From an optimization exercise on the open Yosys and OpenROAD flow, aimed at small area and a short achievable clock period; shortcuts taken in it are not production practice. Function was checked by simulation only, so behaviour that the tests miss may differ from the original. No activity file was given, so power comes from the tool's default toggle rates.

## rev 12
// cpu_top
module cpu_top (
    input  logic        clk,
    input  logic        reset,
    input  logic        run,
    input  logic        prog_valid,
    input  logic [15:0] prog_addr,
    input  logic [31:0] prog_word,
    output logic        prog_ready,
    output logic        retire_valid,
    output logic [31:0] retire_pc,
    output logic [31:0] retire_instr,
    output logic        retire_we,
    output logic [4:0]  retire_rd,
    output logic [31:0] retire_value
);
Size in the first run: roughly 160 I/O pins, roughly 130000 sq um of cells after synthesis.
==> flow/config.mk <==
export PLATFORM = sky130hd
export DESIGN_NAME = cpu_top
export DESIGN_NICKNAME = cpu_top
export VERILOG_FILES = /design/flow/design.v
export SDC_FILE = /design/flow/constraint.sdc
export NUM_CORES = 8
export LEC_CHECK = 0
export CAP_MARGIN = 20
export CORE_MARGIN = 2
export CORE_UTILIZATION = 40
export SETUP_SLACK_MARGIN = 1.0
export SLEW_MARGIN = 20
export SYNTH_HIERARCHICAL = 1
==> flow/constraint.sdc <==
create_clock -name core_clock -period 13.0 [get_ports {clk}]
set_input_delay 2.6000 -clock core_clock [delete_from_list [all_inputs] [get_ports {clk}]]
set_output_delay 2.6000 -clock core_clock [all_outputs]
set_load 0.01 [all_outputs]
standard.sh (not shown) runs the stock make flow with config.mk's settings and CLKGATE_MAP_FILE= SYNTH_SCRIPT=/design/flow/synth_recipe.tcl, a recipe that flattens the netlist after the stock synthesis.
==> flow/flow/run.sh <==
#!/bin/bash
# Own layout flow: the standard synthesis, then every combinational cell set to its
# smallest size, then the standard ORFS layout with timing repair aimed well below the clock
# period, small clock-tree buffers and plain port buffers.
set -euo pipefail
R=orfs/results/$FLOW_PLATFORM/cpu_top/base
KNOBS=(
  "SETUP_SLACK_MARGIN=7.5"
  "TNS_END_PERCENT=10"
  "CTS_BUF_LIST=sky130_fd_sc_hd__clkbuf_16"
  "CTS_CLUSTER_SIZE=24"
  "CTS_CLUSTER_DIAMETER=80"
  "PRE_IO_PLACEMENT_TCL=$PWD/flow/io.tcl"
  "BUFFER_PORTS_ARGS=-buffer_cell sky130_fd_sc_hd__buf_2"
)
bash standard.sh synth > log_synth.txt 2>&1
RESULTS=$R openroad -no_init -exit flow/downsize.tcl > log_downsize.txt 2>&1
touch $R/1_synth.sdc
bash standard.sh "${KNOBS[@]}" finish > log_layout.txt 2>&1
==> flow/flow/downsize.tcl <==
# Area recovery before floorplanning: every combinational cell of the synthesized netlist is
# set to the smallest cell of its own family (same logic function, e.g. a22oi_2 -> a22oi_1).
# Flip-flops and tie cells are left as synthesis made them. Timing repair later sizes up
# the cells that need it.
set results $::env(RESULTS)
read_db $results/1_synth.odb
set db [ord::get_db]
set block [ord::get_db_block]

proc family {name} {
    if {[regexp {^(sky130_fd_sc_hd__[a-z0-9]+)_([0-9]+)$} $name -> base drive]} {
        return $base
    }
    return ""
}

set skip {df edf sdf sedf dl conb tap fill decap lpflow probe clkdly dlygate}
array set best {}
array set best_area {}
foreach lib [$db getLibs] {
    foreach m [$lib getMasters] {
        set n [$m getName]
        set fam [family $n]
        if {$fam eq ""} { continue }
        set a [expr {double([$m getWidth]) * [$m getHeight]}]
        if {![info exists best($fam)] || $a < $best_area($fam)} {
            set best($fam) $m
            set best_area($fam) $a
        }
    }
}

set swapped 0
set kept 0
foreach inst [$block getInsts] {
    set m [$inst getMaster]
    set n [$m getName]
    set fam [family $n]
    if {$fam eq ""} { incr kept; continue }
    set short [string range $fam 17 end]
    set hit 0
    foreach s $skip {
        if {[string match "${s}*" $short]} { set hit 1; break }
    }
    if {$hit} { incr kept; continue }
    set a [expr {double([$m getWidth]) * [$m getHeight]}]
    if {$best_area($fam) < $a} {
        $inst swapMaster $best($fam)
        incr swapped
    }
}
puts "downsize: swapped $swapped instances, kept $kept"
write_db $results/1_synth.odb
Other scripts of this flow, unchanged in this note and not shown: flow/flow/io.tcl
Rev 12 ran to completion and came out clean on the timing, DRC and antenna checks.
Changes in rev 13 relative to rev 12:
-- flow/flow/downsize.tcl --
<<< rev 12, line 45
    if {$hit} { incr kept; continue }
    set a [expr {double([$m getWidth]) * [$m getHeight]}]
>>> rev 13, line 45
    if {$hit} { incr kept; continue }
    # the last gates of the load-data path to retire_value keep drive strength 2
    set keep 0
    foreach it [$inst getITerms] {
        if {[$it isOutputSignal] && [$it getNet] ne "NULL"} {
            set nn [[$it getNet] getName]
            foreach pat {ld_lo_n* ld_hi_n* wb* retire_value*} {
                if {[string match $pat $nn]} { set keep 1 }
            }
        }
    }
    if {$keep} {
        set m2 [$db findMaster "${fam}_2"]
        if {$m2 ne "NULL"} { $inst swapMaster $m2; incr swapped }
        continue
    }
    set a [expr {double([$m getWidth]) * [$m getHeight]}]
Findings:
Rev 13 against rev 12: total length of routed wires went up, post-route worst setup slack did not really move, via count of the first global-routing pass did not really move.
Run comparison: rev 12 end point of the critical path oth_q[8]; rev 13 end point of the critical path oth_q[29]

---

Setup of tundra:
cpu_top, a different RTL version from the one above (not shown whole).
For scale: ~8000 cells after synthesis, roughly 130000 µm² of cells after synthesis.
export LEC_CHECK = 0
export CAP_MARGIN = 20
export CORE_MARGIN = 2
export CORE_UTILIZATION = 40
export SETUP_SLACK_MARGIN = 1.0
export SLEW_MARGIN = 20
export SYNTH_HIERARCHICAL = 1
create_clock -name core_clock -period 13.0 [get_ports {clk}]
==> flow/flow/run.sh <==
#!/bin/bash
# Own layout flow: the standard synthesis, then every combinational cell set to its
# smallest size, then the standard ORFS layout with timing repair aimed well below the clock
# period, small clock-tree buffers and plain port buffers.
set -euo pipefail
R=orfs/results/$FLOW_PLATFORM/cpu_top/base
KNOBS=(
  "SETUP_SLACK_MARGIN=7.5"
  "TNS_END_PERCENT=10"
  "CTS_BUF_LIST=sky130_fd_sc_hd__clkbuf_16"
  "CTS_CLUSTER_SIZE=28"
  "CTS_CLUSTER_DIAMETER=90"
  "PRE_IO_PLACEMENT_TCL=$PWD/flow/io.tcl"
  "BUFFER_PORTS_ARGS=-buffer_cell sky130_fd_sc_hd__buf_2"
)
bash standard.sh synth > log_synth.txt 2>&1
RESULTS=$R openroad -no_init -exit flow/downsize.tcl > log_downsize.txt 2>&1
touch $R/1_synth.sdc
bash standard.sh "${KNOBS[@]}" finish > log_layout.txt 2>&1
==> flow/flow/downsize.tcl <==
# Area recovery before floorplanning: every combinational cell of the synthesized netlist is
# set to the smallest cell of its own family (same logic function, e.g. a22oi_2 -> a22oi_1).
# Flip-flops and tie cells are left as synthesis made them. Timing repair later sizes up
# the cells that need it.
set results $::env(RESULTS)
read_db $results/1_synth.odb
set db [ord::get_db]
set block [ord::get_db_block]

proc family {name} {
    if {[regexp {^(sky130_fd_sc_hd__[a-z0-9]+)_([0-9]+)$} $name -> base drive]} {
        return $base
    }
    return ""
}

set skip {df edf sdf sedf dl conb tap fill decap lpflow probe clkdly dlygate}
array set best {}
array set best_area {}
foreach lib [$db getLibs] {
    foreach m [$lib getMasters] {
        set n [$m getName]
        set fam [family $n]
        if {$fam eq ""} { continue }
        set a [expr {double([$m getWidth]) * [$m getHeight]}]
        if {![info exists best($fam)] || $a < $best_area($fam)} {
            set best($fam) $m
            set best_area($fam) $a
        }
    }
}

set swapped 0
set kept 0
foreach inst [$block getInsts] {
    set m [$inst getMaster]
    set n [$m getName]
    set fam [family $n]
    if {$fam eq ""} { incr kept; continue }
    set short [string range $fam 17 end]
    set hit 0
    foreach s $skip {
        if {[string match "${s}*" $short]} { set hit 1; break }
    }
    if {$hit} { incr kept; continue }
    # the last gates of the load-data path to retire_value keep drive strength 2
    set keep 0
    foreach it [$inst getITerms] {
        if {[$it isOutputSignal] && [$it getNet] ne "NULL"} {
            set nn [[$it getNet] getName]
            foreach pat {ld_n* wb* retire_value* u_rs?_rd.bit_*.t2* u_rs?_rd.bit_*.lo_n u_rs?_rd.bit_*.hi_n a\[* b\[*} {
                if {[string match $pat $nn]} { set keep 1 }
            }
        }
    }
    if {$keep} {
        set m2 [$db findMaster "${fam}_2"]
        if {$m2 ne "NULL"} { $inst swapMaster $m2; incr swapped }
        continue
    }
    set a [expr {double([$m getWidth]) * [$m getHeight]}]
    if {$best_area($fam) < $a} {
        $inst swapMaster $best($fam)
        incr swapped
    }
}
puts "downsize: swapped $swapped instances, kept $kept"
write_db $results/1_synth.odb
Other scripts of this flow, unchanged in this note and not shown: flow/flow/io.tcl
Input changes introduced in ember (baseline for comparison: tundra):
--- a/flow/flow/run.sh
+++ b/flow/flow/run.sh
@@ -7,7 +7,7 @@
 KNOBS=(
-  "SETUP_SLACK_MARGIN=7.5"
-  "TNS_END_PERCENT=10"
+  "SETUP_SLACK_MARGIN=7.2"
+  "TNS_END_PERCENT=100"
   "CTS_BUF_LIST=sky130_fd_sc_hd__clkbuf_16"
-  "CTS_CLUSTER_SIZE=28"
-  "CTS_CLUSTER_DIAMETER=90"
+  "CTS_CLUSTER_SIZE=24"
+  "CTS_CLUSTER_DIAMETER=80"
   "PRE_IO_PLACEMENT_TCL=$PWD/flow/io.tcl"
--- a/flow/flow/downsize.tcl
+++ b/flow/flow/downsize.tcl
@@ -50,3 +50,3 @@
             set nn [[$it getNet] getName]
-            foreach pat {ld_n* wb* retire_value* u_rs?_rd.bit_*.t2* u_rs?_rd.bit_*.lo_n u_rs?_rd.bit_*.hi_n a\[* b\[*} {
+            foreach pat {ld_n* wb* retire_value* u_rs?_rd.bit_*.lo_n u_rs?_rd.bit_*.hi_n a\[* b\[*} {
                 if {[string match $pat $nn]} { set keep 1 }
Findings:
In the flow results for ember and tundra, the final critical delay including setup and external delays is smaller on tundra. [ember] combinational power fell about 5% relative to tundra. The cell total after placement number comes out higher for tundra vs ember. NOTE number of design-rule violations left by the first detailed-router iteration tundra->ember increased by a few percent.
#### Input delta (violet over ember)
--- a/flow/flow/run.sh
+++ b/flow/flow/run.sh
@@ -7,4 +7,4 @@
 KNOBS=(
-  "SETUP_SLACK_MARGIN=7.2"
-  "TNS_END_PERCENT=100"
+  "SETUP_SLACK_MARGIN=7.5"
+  "TNS_END_PERCENT=10"
   "CTS_BUF_LIST=sky130_fd_sc_hd__clkbuf_16"
Summary: with ember as the reference, number of vias per cell in violet moved down slightly.
As far as flip-flop and latch count goes, violet and ember are indistinguishable; the numbers are identical.
violet — total power 0.56% lower, ember as reference
violet: least setup slack across all paths after layout 13 ps below ember
[inputs] indigo vs violet
--- a/flow/flow/downsize.tcl
+++ b/flow/flow/downsize.tcl
@@ -50,3 +50,3 @@
             set nn [[$it getNet] getName]
-            foreach pat {ld_n* wb* retire_value* u_rs?_rd.bit_*.lo_n u_rs?_rd.bit_*.hi_n a\[* b\[*} {
+            foreach pat {ld_n* wb* retire_value* u_rs?_rd.bit_*.t2* u_rs?_rd.bit_*.lo_n u_rs?_rd.bit_*.hi_n a\[* b\[*} {
                 if {[string match $pat $nn]} { set keep 1 }
Notes after the runs:
The higher synthesized area per cell came out of indigo. Final-layout clock-cell area share essentially unchanged between violet and indigo. violet has higher share of the final layout cell area in sequential cells than indigo. Of the two values seen for source of the critical timing path, prog_word[5] was produced by violet and run by indigo. Number of cells on the critical path: indigo < violet.

-- what the ideal ports hide --
No port has a modelled driver above. Below, the same layouts with a new extraction and two added sets of constraints. Step 1 (the two cells are an assumption about what drives the block):
set clk [get_ports {clk}]
set_driving_cell -lib_cell sky130_fd_sc_hd__clkbuf_16 $clk
set_driving_cell -lib_cell sky130_fd_sc_hd__buf_2 [delete_from_list [all_inputs] $clk]
Step 2 moves the port delays by t, midway between the first and last clock arrival at a register: inputs arrive t later, outputs are due t later. That takes back most of the time a late clock gives input paths. a / b / c = ideal / step 1 / step 2; a / b = the first two.
| run | shift t [ns] | setup WS [ns] | hold slack, ns | clock arrival spread, ns | worst register clock-pin slew, ns |
|---|---|---|---|---|---|
| rev 12 | 1.003 | 6.919 / 6.667 / 5.664 | 0.652 / 0.652 / 0.652 | 0.107 / 0.106 | 0.10 / 0.10 |
| rev 13 | 1.018 | 6.921 / 6.468 / 5.505 | 0.656 / 0.656 / 0.656 | 0.100 / 0.100 | 0.11 / 0.11 |
| tundra | 0.998 | 7.066 / 6.751 / 5.813 | 0.647 / 0.647 / 0.647 | 0.101 / 0.100 | 0.11 / 0.11 |
| ember | 1.002 | 7.002 / 6.897 / 5.896 | 0.658 / 0.658 / 0.658 | 0.079 / 0.079 | 0.10 / 0.10 |
| violet | 1.000 | 6.989 / 6.875 / 5.874 | 0.644 / 0.644 / 0.644 | 0.083 / 0.083 | 0.10 / 0.10 |
| indigo | 1.004 | 7.009 / 6.726 / 5.865 | 0.646 / 0.646 / 0.646 | 0.117 / 0.117 | 0.10 / 0.10 |
After both steps setup and hold are still met in every run listed. For rev 13, which loses most, drivers alone change the setup slack by -0.453 ns; drivers and shift together by -1.416 ns.
